From an optimization exercise on the open Yosys and OpenROAD flow, aimed at small area, a short achievable clock period and few clock cycles; shortcuts taken in it are not production practice.
The RTL was checked by simulation tests, not by an equivalence proof against the original design.

## lane 1
==> module inst_cache, before the edit <==
module inst_cache #(
  parameter int unsigned INC_BITS = 6
) (
  input  logic        clk,
  input  logic        rst,
  input  logic [15:0] instAddr,
  output logic        hit,
  output logic [15:0] instruction,
  output logic        memReq,
  output logic [15:0] memAddr,
  input  logic [15:0] memData,
  input  logic        memReady
);
  logic        act_q;       
  logic [15:0] memAddr_q;
  logic [15:0] same;        
  logic [3:0]  nibNe;       
  logic        notReady;    
  logic        loHit, hiSame;
  ic_xnor16 u_same (.a(memAddr_q), .b(instAddr), .y(same));
  ic_nand4  u_ne0  (.a(same[3:0]),   .y(nibNe[0]));
  ic_nand4  u_ne1  (.a(same[7:4]),   .y(nibNe[1]));
  ic_nand4  u_ne2  (.a(same[11:8]),  .y(nibNe[2]));
  ic_nand4  u_ne3  (.a(same[15:12]), .y(nibNe[3]));
  ic_nand2  u_nrdy (.a(act_q), .b(memReady), .y(notReady));
  ic_nor3   u_lo   (.a(nibNe[0]), .b(nibNe[1]), .c(notReady), .y(loHit));
  ic_nor2   u_hi   (.a(nibNe[2]), .b(nibNe[3]), .y(hiSame));
  ic_and2   u_hit  (.a(loHit), .b(hiSame), .y(hit));
  assign instruction = memData;
  assign memReq      = act_q;
  assign memAddr     = memAddr_q;
  always_ff @(posedge clk or posedge rst) begin
    if (rst) act_q <= 1'b0;
    else     act_q <= 1'b1;
  end
  always_ff @(posedge clk) begin
    memAddr_q <= {instAddr[15:INC_BITS], instAddr[INC_BITS-1:0] + INC_BITS'(hit)};
  end
endmodule
==> module ic_nand2, before the edit <==
module ic_nand2 (
  input  logic a,
  input  logic b,
  output logic y
);
  assign y = ~(a & b);
endmodule
Settings: LEC_CHECK=0, CAP_MARGIN=20, CORE_AREA=3 3 87 87, CTS_BUF_LIST=sky130_fd_sc_hd__clkbuf_4, DIE_AREA=0 0 90 90, SETUP_SLACK_MARGIN=2.3, SLEW_MARGIN=20, SYNTH_HIERARCHICAL=1, SYNTH_MINIMUM_KEEP_SIZE=0; clock period 5.5 ns.
standard.sh (not shown) runs the stock make flow with config.mk's settings and CLKGATE_MAP_FILE= SYNTH_SCRIPT=/design/flow/synth_recipe.tcl, a recipe that flattens the netlist after the stock synthesis.
==> flow/flow/run.sh <==
#!/bin/bash
# Standard ORFS layout, with the port buffers inserted as the smallest plain
# buffer (sky130_fd_sc_hd__buf_1) so the resizer can size them like any other
# buffer.  make's full output goes to flow_make.log; ORFS's per-step logs stay
# under orfs/logs.
set -euo pipefail
bash standard.sh "BUFFER_PORTS_ARGS=-buffer_cell sky130_fd_sc_hd__buf_1" finish > flow_make.log 2>&1
Testbench counts of lane 1, summed over its fixed seeds: cycles 33,817.
Setup changes, lane 1 to lane 2
-- flow/design.v --
<<< lane 1, line 12
  input  logic        memReady
);
  logic        act_q;       
  logic [15:0] memAddr_q;
  logic [15:0] same;        
>>> lane 2, line 12
  input  logic        memReady
);
  logic [15:0] memAddr_q;
  logic [15:0] same;        
<<< lane 1, line 23
  ic_nand4  u_ne2  (.a(same[11:8]),  .y(nibNe[2]));
  ic_nand4  u_ne3  (.a(same[15:12]), .y(nibNe[3]));
  ic_nand2  u_nrdy (.a(act_q), .b(memReady), .y(notReady));
  ic_nor3   u_lo   (.a(nibNe[0]), .b(nibNe[1]), .c(notReady), .y(loHit));
  ic_nor2   u_hi   (.a(nibNe[2]), .b(nibNe[3]), .y(hiSame));
  ic_and2   u_hit  (.a(loHit), .b(hiSame), .y(hit));
  assign instruction = memData;
  assign memReq      = act_q;
  assign memAddr     = memAddr_q;
  always_ff @(posedge clk or posedge rst) begin
    if (rst) act_q <= 1'b0;
    else     act_q <= 1'b1;
  end
  always_ff @(posedge clk) begin
    memAddr_q <= {instAddr[15:INC_BITS], instAddr[INC_BITS-1:0] + INC_BITS'(hit)};
>>> lane 2, line 22
  ic_nand4  u_ne2  (.a(same[11:8]),  .y(nibNe[2]));
  ic_nand4  u_ne3  (.a(same[15:12]), .y(nibNe[3]));
  ic_nrdy   u_nrdy (.rst(rst), .ready(memReady), .y(notReady));
  ic_nor3   u_lo   (.a(nibNe[0]), .b(nibNe[1]), .c(notReady), .y(loHit));
  ic_nor2   u_hi   (.a(nibNe[2]), .b(nibNe[3]), .y(hiSame));
  ic_and2   u_hit  (.a(loHit), .b(hiSame), .y(hit));
  assign instruction = memData;
  assign memReq      = !rst;
  assign memAddr     = memAddr_q;
  always_ff @(posedge clk) begin
    memAddr_q <= {instAddr[15:INC_BITS], instAddr[INC_BITS-1:0] + INC_BITS'(hit)};
<<< lane 1, line 51
  assign y = ~&a;
endmodule
module ic_nand2 (
  input  logic a,
  input  logic b,
  output logic y
);
  assign y = ~(a & b);
endmodule
module ic_nor3 (
>>> lane 2, line 46
  assign y = ~&a;
endmodule
module ic_nrdy (
  input  logic rst,
  input  logic ready,
  output logic y
);
  assign y = rst | ~ready;
endmodule
module ic_nor3 (
==> summary.txt <==
Lane 2: all stages complete, timing, DRC and antenna checks passed. Share of the final layout cell area in multi-input gates, lane 1 and lane 2: lower on lane 1. Comparing lane 1 and lane 2, the lower average cell area after synthesis is on lane 2. Smallest hold slack came out higher on lane 2 than on lane 1. Summary of the comparison: clock buffer count is lower in lane 2, relative to lane 1. Count of distinct cell types in the synthesized netlist: lane 1 and lane 2 compared, lower one is lane 2. Lane 1 vs lane 2, cell with the largest stage delay on the worst path: nor3_2 vs xnor2_1.
Testbench counts of lane 2, summed over its fixed seeds: cycles 33,817.

-- separate check: timing with driven ports --
The results above use ideal ports. As a check the final layouts listed here were re-extracted and re-timed, cells and wires unchanged. Step 1 assumes that a clkbuf_16 drives the clock port and a buf_2 every other input. Step 2 also shifts input and output timing later by t, the mid clock arrival at the registers, as if the neighbouring blocks saw the same clock. Three values: ideal, step 1, step 2; two values: the first two.
| run | shift t [ns] | setup slack, ns | hold slack, ns |
|---|---|---|---|
| lane 1 | 0.307 | 2.381 / 2.359 / 2.359 | 0.596 / 0.595 / 0.902 |
| lane 2 | 0.298 | 2.388 / 2.362 / 2.362 | 0.909 / 0.909 / 0.909 |
After both steps every run listed still meets setup and hold. The setup slack of lane 2, which loses most, moves by -0.026 ns with the drivers and by -0.026 ns with both steps.
